What follows belongs to an exercise in optimizing a design on an open flow for small area, a short achievable clock period and few clock cycles per item; a production flow would make more cautious choices.
Function was checked by simulation only, so behaviour that the tests miss may differ from the original.
Power is estimated from default activity; no workload was simulated.

`design/flow/design.v`:
```
`timescale 1ns/1ps
`default_nettype none
module cordic_top (
    input  logic               clk,
    input  logic               rst,
    input  logic               valid_in,
    input  logic [31:0]        angle_ieee754,
    output logic signed [15:0] sin_ieee754,
    output logic signed [15:0] cos_ieee754,
    output logic               valid,
    output logic signed [2:0]  flip_out
);
    logic       armed_q, go_q, s1_q, it_q, post_q, valid_q;
    logic [3:0] i_q;
    logic       idle;
    assign idle = ~(go_q | s1_q | it_q | post_q);
    logic [31:0] ang_q;
    logic [7:0]  w_e;
    logic        w_ok, w_neg;
    logic [25:0] w_mm, w_fix;
    logic [4:0]  w_sh;
    logic [8:0]  w_h;
    logic [3:0]  w_Q;
    logic [5:0]  w_rh;
    logic [22:0] w_r;
    logic        w_d1, w_d2, w_d3;
    always_comb begin
        w_e   = ang_q[30:23];
        w_ok  = (w_e != 8'd0) && (w_e < 8'd137);
        w_neg = ang_q[31] & w_ok;
        w_mm  = {1'b1, ang_q[22:0], 2'b00};             
        w_sh  = 5'(8'd136 - w_e);
        w_fix = (w_e >= 8'd110 && w_e <= 8'd136) ? (w_mm >> w_sh) : 26'd0;
        w_h   = w_fix[25:17];
        if      (w_h >= 9'd495) w_Q = 4'd11;
        else if (w_h >= 9'd450) w_Q = 4'd10;
        else if (w_h >= 9'd405) w_Q = 4'd9;
        else if (w_h >= 9'd360) w_Q = 4'd8;
        else if (w_h >= 9'd315) w_Q = 4'd7;
        else if (w_h >= 9'd270) w_Q = 4'd6;
        else if (w_h >= 9'd225) w_Q = 4'd5;
        else if (w_h >= 9'd180) w_Q = 4'd4;
        else if (w_h >= 9'd135) w_Q = 4'd3;
        else if (w_h >= 9'd90)  w_Q = 4'd2;
        else if (w_h >= 9'd45)  w_Q = 4'd1;
        else                    w_Q = 4'd0;
        w_rh  = 6'(w_h - 9'(w_Q * 6'd45));
        w_r   = {w_rh, w_fix[16:0]};
        w_d1  = (w_r >= 23'd2949116);
        if (w_d1) begin
            w_d2 = (w_r >= 23'd4690078);
            if (w_d2) w_d3 = (w_r >= 23'd5609962);
            else      w_d3 = (w_r >= 23'd3770194);
        end else begin
            w_d2 = (w_r >= 23'd1208154);
            if (w_d2) w_d3 = (w_r >= 23'd2128039);
            else      w_d3 = (w_r >= 23'd288270);
        end
    end
    logic [22:0] r_q;
    logic [2:0]  d_q;
    logic [2:0]  fl_q;        
    logic [39:0]        w_cst, w_prod;
    logic signed [15:0] w_z4;
    logic signed [18:0] w_x4, w_y4;
    always_comb begin
        case (d_q)
            3'b111: begin w_cst = 40'(64'd8388608 - 64'd212124 * 64'd16777216); w_x4 = -19'sd6217;  w_y4 = 19'sd130583; end
            3'b110: begin w_cst = 40'(64'd8388608 - 64'd179526 * 64'd16777216); w_x4 = 19'sd26117;  w_y4 = 19'sd128097; end
            3'b101: begin w_cst = 40'(64'd8388608 - 64'd147904 * 64'd16777216); w_x4 = 19'sd55964;  w_y4 = 19'sd118147; end
            3'b100: begin w_cst = 40'(64'd8388608 - 64'd115306 * 64'd16777216); w_x4 = 19'sd83324;  w_y4 = 19'sd100737; end
            3'b011: begin w_cst = 40'(64'd8388608 - 64'd90582  * 64'd16777216); w_x4 = 19'sd100737; w_y4 = 19'sd83324;  end
            3'b010: begin w_cst = 40'(64'd8388608 - 64'd57984  * 64'd16777216); w_x4 = 19'sd118147; w_y4 = 19'sd55964;  end
            3'b001: begin w_cst = 40'(64'd8388608 - 64'd26362  * 64'd16777216); w_x4 = 19'sd128097; w_y4 = 19'sd26117;  end
            default: begin w_cst = 40'(64'd8388608 + 64'd6236 * 64'd16777216); w_x4 = 19'sd130583; w_y4 = -19'sd6217;  end
        endcase
        w_prod = 40'({17'd0, r_q} * 40'd585635) + w_cst;
        w_z4   = w_prod[39:24];
    end
    logic signed [18:0] x_q, y_q, w_xs, w_ys, w_xn, w_yn;
    logic signed [15:0] z_q, w_at, w_zn;
    always_comb begin
        w_xs = x_q >>> i_q;
        w_ys = y_q >>> i_q;
        case (i_q)
            4'd4:    w_at = 16'sd8181;
            4'd5:    w_at = 16'sd4095;
            4'd6:    w_at = 16'sd2048;
            4'd7:    w_at = 16'sd1024;
            4'd8:    w_at = 16'sd512;
            4'd9:    w_at = 16'sd256;
            4'd10:   w_at = 16'sd128;
            4'd11:   w_at = 16'sd64;
            4'd12:   w_at = 16'sd32;
            4'd13:   w_at = 16'sd16;
            4'd14:   w_at = 16'sd8;
            4'd15:   w_at = 16'sd4;
            default: w_at = 16'sd0;
        endcase
        if (!z_q[15]) begin
            w_xn = x_q - w_ys;
            w_yn = y_q + w_xs;
            w_zn = z_q - w_at;
        end else begin
            w_xn = x_q + w_ys;
            w_yn = y_q - w_xs;
            w_zn = z_q + w_at;
        end
    end
    logic [18:0]        w_us, w_uc;
    logic               w_ns, w_nc;
    logic signed [15:0] w_sin, w_cos;
    function automatic logic signed [15:0] round_q15(input logic [18:0] u, input logic n);
        logic signed [20:0] t, s;
        t = (n ? ~{2'b00, u} : {2'b00, u}) + (n ? 21'sd3 : 21'sd2);
        s = t >>> 2;
        if (s > 21'sd32767)
            round_q15 = 16'sh7FFF;
        else if (s < -21'sd32768)
            round_q15 = 16'sh8000;
        else
            round_q15 = 16'(s);
    endfunction
    always_comb begin
        w_us  = fl_q[0] ? x_q : y_q;
        w_uc  = fl_q[0] ? y_q : x_q;
        w_ns  = fl_q[1] ^ fl_q[2];
        w_nc  = fl_q[1] ^ fl_q[0];
        w_sin = round_q15(w_us, w_ns);
        w_cos = round_q15(w_uc, w_nc);
    end
    always_ff @(posedge clk or negedge rst) begin
        if (!rst) begin
            armed_q <= 1'b0;
            go_q    <= 1'b0;
            s1_q    <= 1'b0;
            it_q    <= 1'b0;
            post_q  <= 1'b0;
            valid_q <= 1'b0;
        end else begin
            armed_q <= 1'b1;
            go_q    <= valid_in & armed_q & idle;
            s1_q    <= go_q;
            if (s1_q)
                it_q <= 1'b1;
            else if (i_q == 4'd15)
                it_q <= 1'b0;
            post_q  <= it_q & (i_q == 4'd15);
            valid_q <= post_q;
        end
    end
    always_ff @(posedge clk) begin
        ang_q <= angle_ieee754;
        r_q   <= w_r;
        d_q   <= {w_d1, w_d2, w_d3};
        if (go_q)
            fl_q <= {w_neg, w_Q[1:0]};
        if (s1_q) begin
            x_q <= w_x4;
            y_q <= w_y4;
            z_q <= w_z4;
            i_q <= 4'd4;
        end else begin
            x_q <= w_xn;
            y_q <= w_yn;
            z_q <= w_zn;
            i_q <= i_q + 4'd1;
        end
    end
    logic signed [15:0] sin_q, cos_q;
    logic [2:0]         flip_q;
    always_ff @(posedge clk or negedge rst) begin
        if (!rst) begin
            sin_q  <= '0;
            cos_q  <= '0;
            flip_q <= '0;
        end else if (post_q) begin
            sin_q  <= w_sin;
            cos_q  <= w_cos;
            flip_q <= fl_q;
        end
    end
    assign sin_ieee754 = sin_q;
    assign cos_ieee754 = cos_q;
    assign flip_out    = flip_q;
    assign valid       = valid_q;
endmodule
`default_nettype wire
```
`design/flow/run.sh`:
```
#!/bin/bash
# synth_recipe.tcl (not shown) runs the flow's synth.tcl, then flattens the netlist and writes it again
# the make line also repeats each setting of config.mk as NAME=value (left out here)
make -C /OpenROAD-flow-scripts/flow DESIGN_CONFIG=/design/flow/config.mk WORK_HOME=/design/flow/orfs CLKGATE_MAP_FILE= SYNTH_SCRIPT=/design/flow/synth_recipe.tcl finish
```
`design/flow/config.mk`:
```
export PLATFORM = sky130hd
export DESIGN_NAME = cordic_top
export DESIGN_NICKNAME = cordic_top
export VERILOG_FILES = /design/flow/design.v
export SDC_FILE = /design/flow/constraint.sdc
export NUM_CORES = 4
export LEC_CHECK = 0
export CAP_MARGIN = 20
export CORE_MARGIN = 2
export CORE_UTILIZATION = 40
export SLEW_MARGIN = 20
```
`design/flow/constraint.sdc`:
```
create_clock -name core_clock -period 12.0 [get_ports {clk}]
set_input_delay 2.4000 -clock core_clock [delete_from_list [all_inputs] [get_ports {clk}]]
set_output_delay 2.4000 -clock core_clock [all_outputs]
set_load 0.01 [all_outputs]
```
==> results.yml <==
setup_path:
  data_required_critical_path_ns: 12.36
  cp-endpoint: "d_q[0]$_DFF_P_"
  crit_path_max_fanout: 33
  end_kind: "register"
  worst-r2r-cell-count: 23
  setup.worst_path.class: "reg -> reg"
  r2r_end: "d_q[0]$_DFF_P_"
  critical_path_source: "ang_q[23]$_DFF_P_"
  crit_path_start_kind: "register"
  crit-reg2reg-launch: "ang_q[23]$_DFF_P_"
  regToRegSetupSlack_ns: 4.08
  worst-endpoint-arrival_ns: 8.28
power:
  p_sw_mw: 4.04
  worst_ir_drop_vdd_uv: 153
  p_per_area_nw_per_um2: 320
  p_comb_share_pct: 78.3
  power_frac_seq_pct: 14.6
  static-leakage-power_nw: 11.5
  total_power_mw: 8.00
  power.switching_fraction_pct: 50.5
  p_clk_share_pct: 7.1
  cell_internal_pwr_mw: 3.96
sta:
  fmax_ghz: 0.126
  totalNegativeSetupSlack_ns: 0
  timing_max_transition_violations_final: 0
  max-slew-margin-rel_pct: 26.9
  tightestPinTransition_ns: 1.08
  final_clock_period_utilization_by_the_worst_path_pct: 66.0
  grt_setup_unrepaired: "no"
  hold-worst-slack_ns: 0.494
  min_period_ns: 7.92
  post-route-worst-setup-slack_ns: 4.08
  worst_clock_skew_ns: 0.0148
  timing.final.setup_violations: 0
  hold_viol: 0
finish:
  area_growth_syn_to_layout_pct: 8.62
  diodes: 0
  layout.cells.non_filler: 3283
  final_layout_size_suffix_gt1_share_pct: 8.63
  layout.nets: 3020
  finalCoreUtilization_pct: 44.1
  post-route-cell-area_um2: 25000
global_routing:
  antenna_found_initial: 0
  grt_max_degree: 61
  grt_pass1_wl_um: 100000
  globalRoute.totalOverflow: 0
  first_global_vias: 18800
  grt.total_usage_pct: 21.1
yosys:
  post_synth_instance_area_um2: 23000
  yosys_most_used_dff: "dfxtp_1"
  synthArstFlopShare_pct: 23.7
  synth_seq_area_share_pct: 16.1
  synth.net_count: 3005
  count_of_state_elements_after_synthesis: 173
  syn-instance-count: 2499
  synth.distinct_cells: 101
  synth-edff-count: 3
  syn-mean-instance-area_um2: 9.22
  yosysWarningCount: 1
die:
  start_util_pct: 40.6
  rows: 87
  io_pins: 71
  die_h_um: 244
  core_area_um2: 56700
  die_area_um2: 59500
  die_width_um: 244
cts:
  cts_repair_resize_count: 0
  ctsLongestPathBuffers: 2
  cts_tree: "done"
  clock_edge_transition_at_the_registers_on_the_reported_setup_and_hold_paths_ns: 0.08
  clkSinkCount: 173
  root_buffer: "clkbuf_16"
  cts_htree_levels: 4
  clock_insertion_delay_worst_skew_ns: 0.48
  tritoncts.num_buffers: 17
  hold_fix_buffers_cts: 0
  cts.repair_timing.setup_buffer_count: 0
detailed_routing:
  viasPerCell: 5.55
  dr.first_iter.drc_count: 1260
  wirelength_um: 61500
  detail_route.first_pass.iterations: 7
  num_vias: 18200
  avgRoutedWirePerCell_um: 18.7
  drc: 0
  drt.antenna.violating_nets: 0
job:
  maxCapViolations: 0
place:
  port-buffer-count: 70
  pre_cts_slack_ns: 4.15
  detailed_place.area_um2: 24400
  dp.final_hpwl_um: 49700
  placed_cells: 3251
  gp_congestion: 0.916
outcome:
  status: "complete, no violations"
hold_path:
  hp-class: "reg -> reg"
-- cell families (layout without fill, tap and decap cells) --
logic type	count (synthesis)	count (layout)	synth area share (%)
other cells	1	1	0.0163
fa+ha+maj	471	471	32.6
xor+xnor	173	173	6.69
compound gates	485	485	13.9
buf+inv	464	492	7.85
flops	173	173	16.1
simple gates	584	584	12.7
mux	148	148	10.2
-- per-layer routing --
layer	GRT usage [%]	up-vias	wire length [um]
met5	0	-	0
met4	5.34	0	1150
met2	35.2	473	29100
li1	-	8668	-
met1	28.8	9015	28100
met3	2.92	67	3160
-- synth_stat cells (all sizes together) (9+ instances only) --
master / n / area, um^2
a211oi: 35 / 318
a21o: 16 / 120
a21oi: 145 / 729
a31oi: 37 / 231
and2: 29 / 184
and3: 19 / 119
buf: 43 / 225
clkbuf: 54 / 203
dfrtp: 41 / 1030
dfxtp: 129 / 2580
fa: 216 / 4320
ha: 255 / 3190
inv: 366 / 1380
mux2: 32 / 360
mux2i: 52 / 521
mux4: 64 / 1460
nand2: 117 / 439
nand2b: 17 / 106
nand3: 44 / 220
nand4: 20 / 125
nor2: 191 / 717
nor2b: 17 / 106
nor3: 44 / 236
nor4: 9 / 56.3
o211ai: 19 / 143
o21a: 23 / 173
o21ai: 97 / 489
o21bai: 10 / 75.1
o31ai: 14 / 105
or2: 24 / 150
or3: 16 / 100
xnor2: 112 / 1010
xor2: 61 / 534
-- cells in the final DEF (no fill, tap or decap), types with 20 or more instances in the layout --
master	n
xnor2_1	110
ha_1	255
mux2_2	32
nand4_1	20
inv_1	363
nor3_1	42
nand2_1	117
a21oi_1	144
dfxtp_1	127
a211oi_1	23
o21ai_0	94
o21a_1	23
dfrtp_1	40
fa_1	216
xor2_1	61
a31oi_1	37
nor2_1	190
or2_2	24
buf_4	22
nand3_1	44
mux4_2	58
mux2i_1	52
clkdlybuf4s50_1	69
and2_1	26
-- final cells by class --
type | count | area, um^2
inverters | 367 | 1380
multi-input cells | 1862 | 17500
clock inverters | 15 | 156
repair buffers | 93 | 866
well taps | 756 | 946
flip-flops and latches | 173 | 3700
fillers | 5493 | 31700
clock buffers | 17 | 425
-- state kept, by name (all words and copies together) (netlist names), 4 cells and up --
register,cells
sin_q,16
cos_q,16
y_q,19
ang_q,32
r_q,23
z_q,16
i_q,4
x_q,19
w_at,13
-- worst min-delay path by stage --
stage                            from                end  slack, ns  cells past startpoint
floorplan            post_q$_DFF_PN0_  valid_q$_DFF_PN0_       0.35                      0
global placement    armed_q$_DFF_PN0_     go_q$_DFF_PN0_       0.47                      1
global route        armed_q$_DFF_PN0_     go_q$_DFF_PN0_       0.51                      1
finish              armed_q$_DFF_PN0_     go_q$_DFF_PN0_       0.49                      1
detailed placement  armed_q$_DFF_PN0_     go_q$_DFF_PN0_       0.48                      1
CTS                 armed_q$_DFF_PN0_     go_q$_DFF_PN0_       0.50                      1
-- power groups by stage --
stage / sequential, mW / clock (mW) / combinational, mW
3_3_place_gp: 1.16 / 0 / 6.06
4_1_cts: 1.16 / 0.584 / 6.26
2_1_floorplan: 1.04 / 0 / 4.92
5_1_grt: 1.19 / 0.607 / 7.07
3_5_place_dp: 1.17 / 0 / 6.20
6_report: 1.16 / 0.568 / 6.27
-- critical path, stage by stage, from the launching register on --
cell and delay (ns):
dfxtp_1 0.31, buf_4 0.34, inv_2 0.28, ha_1 0.34
ha_1 0.47, buf_4 0.39, inv_1 0.26, mux2i_1 0.51
o21ai_0 0.41, a41o_1 0.35, nand2_1 0.09, a21oi_1 0.08
o311ai_2 0.67, nor2_1 0.07, a2111oi_0 0.91, fa_1 0.38
a21o_1 0.14, a21oi_1 0.07, xnor2_1 0.54, and3_1 0.27
nand4_1 0.10, nor3_1 0.26, a22oi_1 0.16, o311a_1 0.40
Testbench counts, summed over its fixed seeds: cycles 38,408, items 2,400.

[re-timing with driven ports]
How much do the figures lean on ideal ports? The routed layout below was timed once more, with nothing changed but the port constraints.
Step 1 (the two cells are an assumption about what drives the block):
set clk [get_ports {clk}]
set_driving_cell -lib_cell sky130_fd_sc_hd__clkbuf_16 $clk
set_driving_cell -lib_cell sky130_fd_sc_hd__buf_2 [delete_from_list [all_inputs] $clk]
Step 2 moves the port delays by t, midway between the first and last clock arrival at a register: inputs arrive t later, outputs are due t later. That takes back most of the time a late clock gives input paths.
a / b / c = ideal / step 1 / step 2; a / b = the first two.
shift t [ns]: 0.532
setup slack, ns: 4.076 / 4.076 / 4.076
pins driven straight from the clock port: 1
After both steps setup and hold are still met in this run. For this run, drivers alone change the setup slack by 0.000 ns; drivers and shift together by 0.000 ns.
